What follows belongs to an exercise in optimizing a design on an open flow for small area, a short achievable clock period and few clock cycles per item; a production flow would make more cautious choices. In this exercise RTL edits were held to simulation tests only and were not proved equivalent to the original. Power figures rest on the tool's default switching activity, not on a simulated workload.

==> flow/design.v <==
module mant_norm_pipe #(
  parameter int unsigned LANE_SCALE_W = 10
) (
  input  logic                        clk,
  input  logic                        rst,
  input  logic                        flush,
  input  logic                        in_valid,
  output logic                        in_ready,
  input  logic [67:0]                 mant_pl,
  input  logic [4*LANE_SCALE_W-1:0]   scale_in,
  input  logic [1:0]                  in_pre,
  output logic                        out_valid,
  input  logic                        out_ready,
  output logic [67:0]                 mant_norm,
  output logic [4*LANE_SCALE_W-1:0]   scale_out,
  output logic [3:0]                  lane_zero,
  output logic [1:0]                  pre_out
);
  localparam int unsigned MANT_W  = 68;
  localparam int unsigned SCALE_W = 4 * LANE_SCALE_W;
  localparam int unsigned CNT_W   = 7;
  localparam int unsigned LANES   = 4;
  function automatic logic [CNT_W-1:0] lane_width(input logic [1:0] pre);
    case (pre)
      2'b00:   lane_width = CNT_W'(17);
      2'b01:   lane_width = CNT_W'(34);
      2'b10:   lane_width = CNT_W'(57);
      default: lane_width = '0;
    endcase
  endfunction
  function automatic logic [2:0] lane_count(input logic [1:0] pre);
    case (pre)
      2'b00:   lane_count = 3'd4;
      2'b01:   lane_count = 3'd2;
      2'b10:   lane_count = 3'd1;
      default: lane_count = 3'd0;
    endcase
  endfunction
  function automatic logic [MANT_W-1:0] lane_mask(input logic [CNT_W-1:0] w);
    lane_mask = (MANT_W'(1) << w) - MANT_W'(1);
  endfunction
  function automatic logic [MANT_W-1:0] lane_get(input logic [MANT_W-1:0] v,
                                                 input logic [1:0] idx,
                                                 input logic [CNT_W-1:0] w);
    lane_get = (v >> (CNT_W'(idx) * w)) & lane_mask(w);
  endfunction
  function automatic logic [CNT_W-1:0] lzc(input logic [MANT_W-1:0] v,
                                           input logic [CNT_W-1:0] w);
    logic [CNT_W-1:0] n;
    logic             found;
    n     = w;
    found = 1'b0;
    for (int i = int'(MANT_W) - 1; i >= 0; i--) begin
      if (!found && (CNT_W'(i) < w) && v[i]) begin
        n     = w - CNT_W'(1) - CNT_W'(i);
        found = 1'b1;
      end
    end
    lzc = n;
  endfunction
  logic                        s1_valid;
  logic [MANT_W-1:0]           s1_mant;
  logic [SCALE_W-1:0]          s1_scale;
  logic [1:0]                  s1_pre;
  logic [LANES-1:0][CNT_W-1:0] s1_lzc;
  logic [LANES-1:0][CNT_W-1:0] lzc_c;
  logic                        s1_adv;
  logic                        s2_adv;
  logic [MANT_W-1:0]           mant_d;
  logic [SCALE_W-1:0]          scale_d;
  logic [LANES-1:0]            zero_d;
  logic [CNT_W-1:0]            w_s2;
  logic [MANT_W-1:0]           mask_s2;
  logic [MANT_W-1:0]           lane_s2;
  assign s2_adv   = !out_valid || out_ready;
  assign s1_adv   = !s1_valid || s2_adv;
  assign in_ready = s1_adv;
  always_comb begin
    lzc_c = '0;
    for (int i = 0; i < int'(LANES); i++) begin
      if (3'(i) < lane_count(in_pre))
        lzc_c[i] = lzc(lane_get(mant_pl, 2'(i), lane_width(in_pre)), lane_width(in_pre));
    end
  end
  always_comb begin
    mant_d  = '0;
    scale_d = '0;
    zero_d  = (s1_pre == 2'b11) ? '1 : '0;
    w_s2    = lane_width(s1_pre);
    mask_s2 = lane_mask(w_s2);
    lane_s2 = '0;
    for (int i = 0; i < int'(LANES); i++) begin
      lane_s2 = lane_get(s1_mant, 2'(i), w_s2);
      if (3'(i) < lane_count(s1_pre)) begin
        if (s1_lzc[i] == w_s2) begin
          zero_d[i] = 1'b1;
        end else begin
          mant_d = mant_d | (((lane_s2 << s1_lzc[i]) & mask_s2) << (CNT_W'(i) * w_s2));
          scale_d[i*LANE_SCALE_W +: LANE_SCALE_W] =
            s1_scale[i*LANE_SCALE_W +: LANE_SCALE_W] + LANE_SCALE_W'(1)
            - LANE_SCALE_W'(s1_lzc[i]);
        end
      end
    end
  end
  always_ff @(posedge clk or posedge rst) begin
    if (rst) begin
      s1_valid  <= 1'b0;
      s1_mant   <= '0;
      s1_scale  <= '0;
      s1_pre    <= '0;
      s1_lzc    <= '0;
      out_valid <= 1'b0;
      mant_norm <= '0;
      scale_out <= '0;
      lane_zero <= '0;
      pre_out   <= '0;
    end else if (flush) begin
      s1_valid  <= 1'b0;
      out_valid <= 1'b0;
    end else begin
      if (s1_adv) begin
        s1_valid <= in_valid;
        if (in_valid) begin
          s1_mant  <= mant_pl;
          s1_scale <= scale_in;
          s1_pre   <= in_pre;
          s1_lzc   <= lzc_c;
        end
      end
      if (s2_adv) begin
        out_valid <= s1_valid;
        if (s1_valid) begin
          mant_norm <= mant_d;
          scale_out <= scale_d;
          lane_zero <= zero_d;
          pre_out   <= s1_pre;
        end
      end
    end
  end
endmodule
==> flow/run.sh <==
#!/bin/bash
# synth_recipe.tcl (not shown) runs the flow's synth.tcl, then flattens the netlist and writes it again
# the make line also repeats each setting of config.mk as NAME=value (left out here)
make -C /OpenROAD-flow-scripts/flow DESIGN_CONFIG=/design/flow/config.mk WORK_HOME=/design/flow/orfs CLKGATE_MAP_FILE= SYNTH_SCRIPT=/design/flow/synth_recipe.tcl finish
==> flow/config.mk <==
export PLATFORM = sky130hd
export DESIGN_NAME = mant_norm_pipe
export DESIGN_NICKNAME = mant_norm_pipe
export VERILOG_FILES = /design/flow/design.v
export SDC_FILE = /design/flow/constraint.sdc
export NUM_CORES = 4
export LEC_CHECK = 0
export CAP_MARGIN = 20
export CORE_MARGIN = 2
export CORE_UTILIZATION = 20
export SLEW_MARGIN = 20
==> flow/constraint.sdc <==
create_clock -name core_clock -period 7.0 [get_ports {clk}]
set_input_delay 1.4000 -clock core_clock [delete_from_list [all_inputs] [get_ports {clk}]]
set_output_delay 1.4000 -clock core_clock [all_outputs]
set_load 0.01 [all_outputs]
==> out/metrics.csv <==
metric,value,unit
status,timing/DRC/antenna clean,
worst hold slack,0.472,ns
PwrDens,270,nW/um^2
fin. max-slew vios,0,
routability cong.,1.08,
Avg WL per Cell,31.3,microns
first-pass GRT wire length,527000,microns
startpoint types,register,
CP required,7.54,ns
sequential area share after synthesis,0.113,
H-Tree Depth,2,
Critical Path Fanout Max,44,
Tot Pwr,18300,uW
# hold bufs at CTS,0,
relative slew slack,0.191,
cell area after synthesis,56100,sq um
Setup Skew,0.0198,ns
synthesized instance count,7936,
synthesized net count,8132,
Max Cap Violations,0,
"commonest non-fill, non-tap cell in the layout",nand2_1,
row count,194,
largest net degree at the start of global routing,118,
kind of critical path,register to register,
P&R area growth vs syn,20.8,%
routed vias/inst,6.36,
Post-synth EDFFs,0,
Yosys reg bits,254,
share of cells above drive strength 1,0.179,
Congestion Overflow GR,0,
clock tree buffer depth,3,
simple-gate share of the synthesized area,0.250,
Worst Hold Class,register to register,
RSZ-0062 raised after global routing,false,
Residual DRC,0,
Post-DRT Antenna Nets,0,
RR Startpoint,s1_pre[1],
vias in the first global route,68900,
min Tclk post-route,6.74,ns
design area,67800,sq um
clock slew at reported path FFs,0.06,ns
Ys Warns,1,
FF-to-FF path depth,18,
final hold violation count,0,
antenna violations before repair,28,
Starting Density,0.201,
Crit. End Element,register,
CTS resizes,0,
overall routed net length,376000,microns
Synth Area per Inst,7.07,sq um
FILL cells,31100,
Tcrit/Tclk final,0.963,
final setup fails,0,
area post-placement,66600,sq um
Total GRT Usage,0.248,
R2R Setup Slk,0.26,ns
complex-gate fraction of the synthesized area,0.342,
"commonest non-fill, non-tap cells in the layout","nand2_1, buf_4, nor2_1",
Async SR Flop Fraction,1.00,
detailed-route via count,76300,
post-synthesis cell type count,107,
PortBufs,230,
CTS sink cnt,254,
CP arrival,7.28,ns
Clock Latency Late Sink,0.61,ns
top_reg_cell synth,dfrtp_1,
Iter 0 DRT Violations,14800,
cts bufs inserted,35,
Setup crit end,mant_norm[32],
full die area,285000,sq um
HPWL after detailed placement,290000,microns
Ports,231,
TNS Setup,0,ns
R2R Path End,mant_norm[32],
maximum vdd drop,0.161,mV
XOR/XNOR Fraction of Synth Area,0.00811,
fmax,148,MHz
largest family of logic cells by synthesized area,compound AO/OA/AOI/OAI gates,
die width,534,microns
slew at the pin closest to its max-slew limit,1.20,ns
drt first pass iters,17,
Crit. Startpoint,s1_pre[1],
Setup Buffers After CTS,0,
Chip Height,534,microns
Leak,0.0251,uW
CTS tree,yes,
core area,279000,sq um
nets@finish,8427,
post-synthesis adder-cell area fraction,0.0186,
clk root buf,clkbuf_16,
post-route core utilization,0.243,
mux cell area share after synthesis,0.201,
==> flip-flops by register name, summed over array words and instances (netlist names) <==
name       count
lane_zero      4
s1_scale      40
s1_lzc        28
mant_norm     68
pre_out        2
s1_valid       1
s1_pre         2
s1_mant       68
out_valid      1
scale_out     40
==> cell type report <==
class                           instances  area (sq um)  share of cell area
Timing Repair Buffer                 1065          8820               0.130
Inverter                              140           532             0.00784
Tap cell                             3724          4660              0.0687
Clock inverter                         18           233             0.00343
Sequential cell                       254          6370              0.0940
Multi-Input combinational cell       6735         46200               0.681
Antenna cell                           13          32.5            0.000480
Clock buffer                           44           961              0.0142
==> power breakdown <==
part	leakage, uW	switching, uW	internal [uW]	total (uW)
clock	0.000581	786	1130	1920
sequential	0.00316	537	1790	2330
combinational	0.0214	9160	4890	14000
==> cells by family after synthesis <==
group	Yosys count
flip-flops	254
multiplexers	795
buffers and inverters	947
XOR/XNOR	52
AO/OA/AOI/OAI	2766
AND/OR/NAND/NOR	3041
adder cells (fa/ha/maj)	81
==> synthesized netlist by cell type, types with 119 or more instances <==
cell type / n / area share
o211ai_1: 156 / 0.021
dfrtp_1: 254 / 0.11
nor2_1: 735 / 0.049
o22ai_1: 141 / 0.016
buf_1: 120 / 0.0080
a22oi_1: 136 / 0.018
clkbuf_1: 592 / 0.040
nand2_1: 1130 / 0.076
o21ai_0: 471 / 0.042
nor3_1: 197 / 0.018
a211oi_1: 164 / 0.022
mux2i_1: 386 / 0.069
mux2_2: 160 / 0.032
mux4_2: 247 / 0.099
a31oi_1: 128 / 0.014
a21oi_1: 518 / 0.046
inv_1: 119 / 0.0080
nand3_1: 316 / 0.028
==> worst max-delay path, cell delays in order (launching register included) <==
cell,delay [ns]
dfrtp_1,0.49
inv_1,0.16
ha_4,0.59
buf_4,0.28
mux2i_1,0.21
mux4_2,0.56
and2_1,0.19
o41ai_2,0.66
a221oi_1,0.25
o2bb2ai_1,0.50
mux2i_1,0.29
mux4_2,0.58
mux2_2,0.32
o2bb2ai_1,0.22
buf_4,0.16
o21ai_0,0.08
a2111oi_0,0.76
buf_4,0.24
a211o_1,0.09
==> metal layers <==
layer | track usage | wire, microns | up-vias
li1 | - | - | 31200
met1 | 0.338 | 148000 | 36400
met4 | 0.128 | 25300 | 30
met5 | 0.000666 | 188 | -
met2 | 0.342 | 145000 | 7137
met3 | 0.0844 | 57400 | 1551
==> through the flow <==
step | setup slack, ns | instances
2_1_floorplan | 0.827 | 7936
3_3_place_gp | 0.00861 | 11900
3_5_place_dp | 0.0425 | 11900
4_1_cts | 0.524 | 12000
5_1_grt | 0.0677 | 12000
6_report | 0.256 | 12000
==> worst min path at each step <==
| stage | from | to | slack [ns] | cells after the start |
|---|---|---|---|---|
| after floorplan | s1_scale[0] | s1_scale[0] | 0.45 | 2 |
| after global placement | lane_zero[2] | lane_zero[2] | 0.46 | 2 |
| after detailed placement | lane_zero[2] | lane_zero[2] | 0.46 | 2 |
| after CTS | lane_zero[2] | lane_zero[2] | 0.48 | 2 |
| after global routing | mant_norm[17] | mant_norm[17] | 0.50 | 2 |
| final | lane_zero[2] | lane_zero[2] | 0.47 | 2 |
Testbench counts, summed over its fixed seeds: cycles 8,016, items 8,000.

==> what the ideal ports hide <==
In the flow no input, the clock included, has a driving cell. The finished layout below was timed again as built, in two steps. Step 1 assumes that a clkbuf_16 drives the clock port and a buf_2 every other input. Step 2 times the ports against the registers' clock, not the clock port: input delays grow and output delays shrink by t, the midpoint of the rising clock arrivals with the driver on. Three values: ideal ports, drivers, drivers and shift; two values: the first two.
t (ns): 0.671
setup slack, ns: 0.256 / 0.256 / -0.058
hold slack, ns: 0.472 / 0.472 / 0.472
cell pins on the clock port's net: 1
Met with ideal ports but missed after step 2: setup timing in this run. For this run, drivers alone change the setup slack by 0.000 ns; drivers and shift together by -0.314 ns.
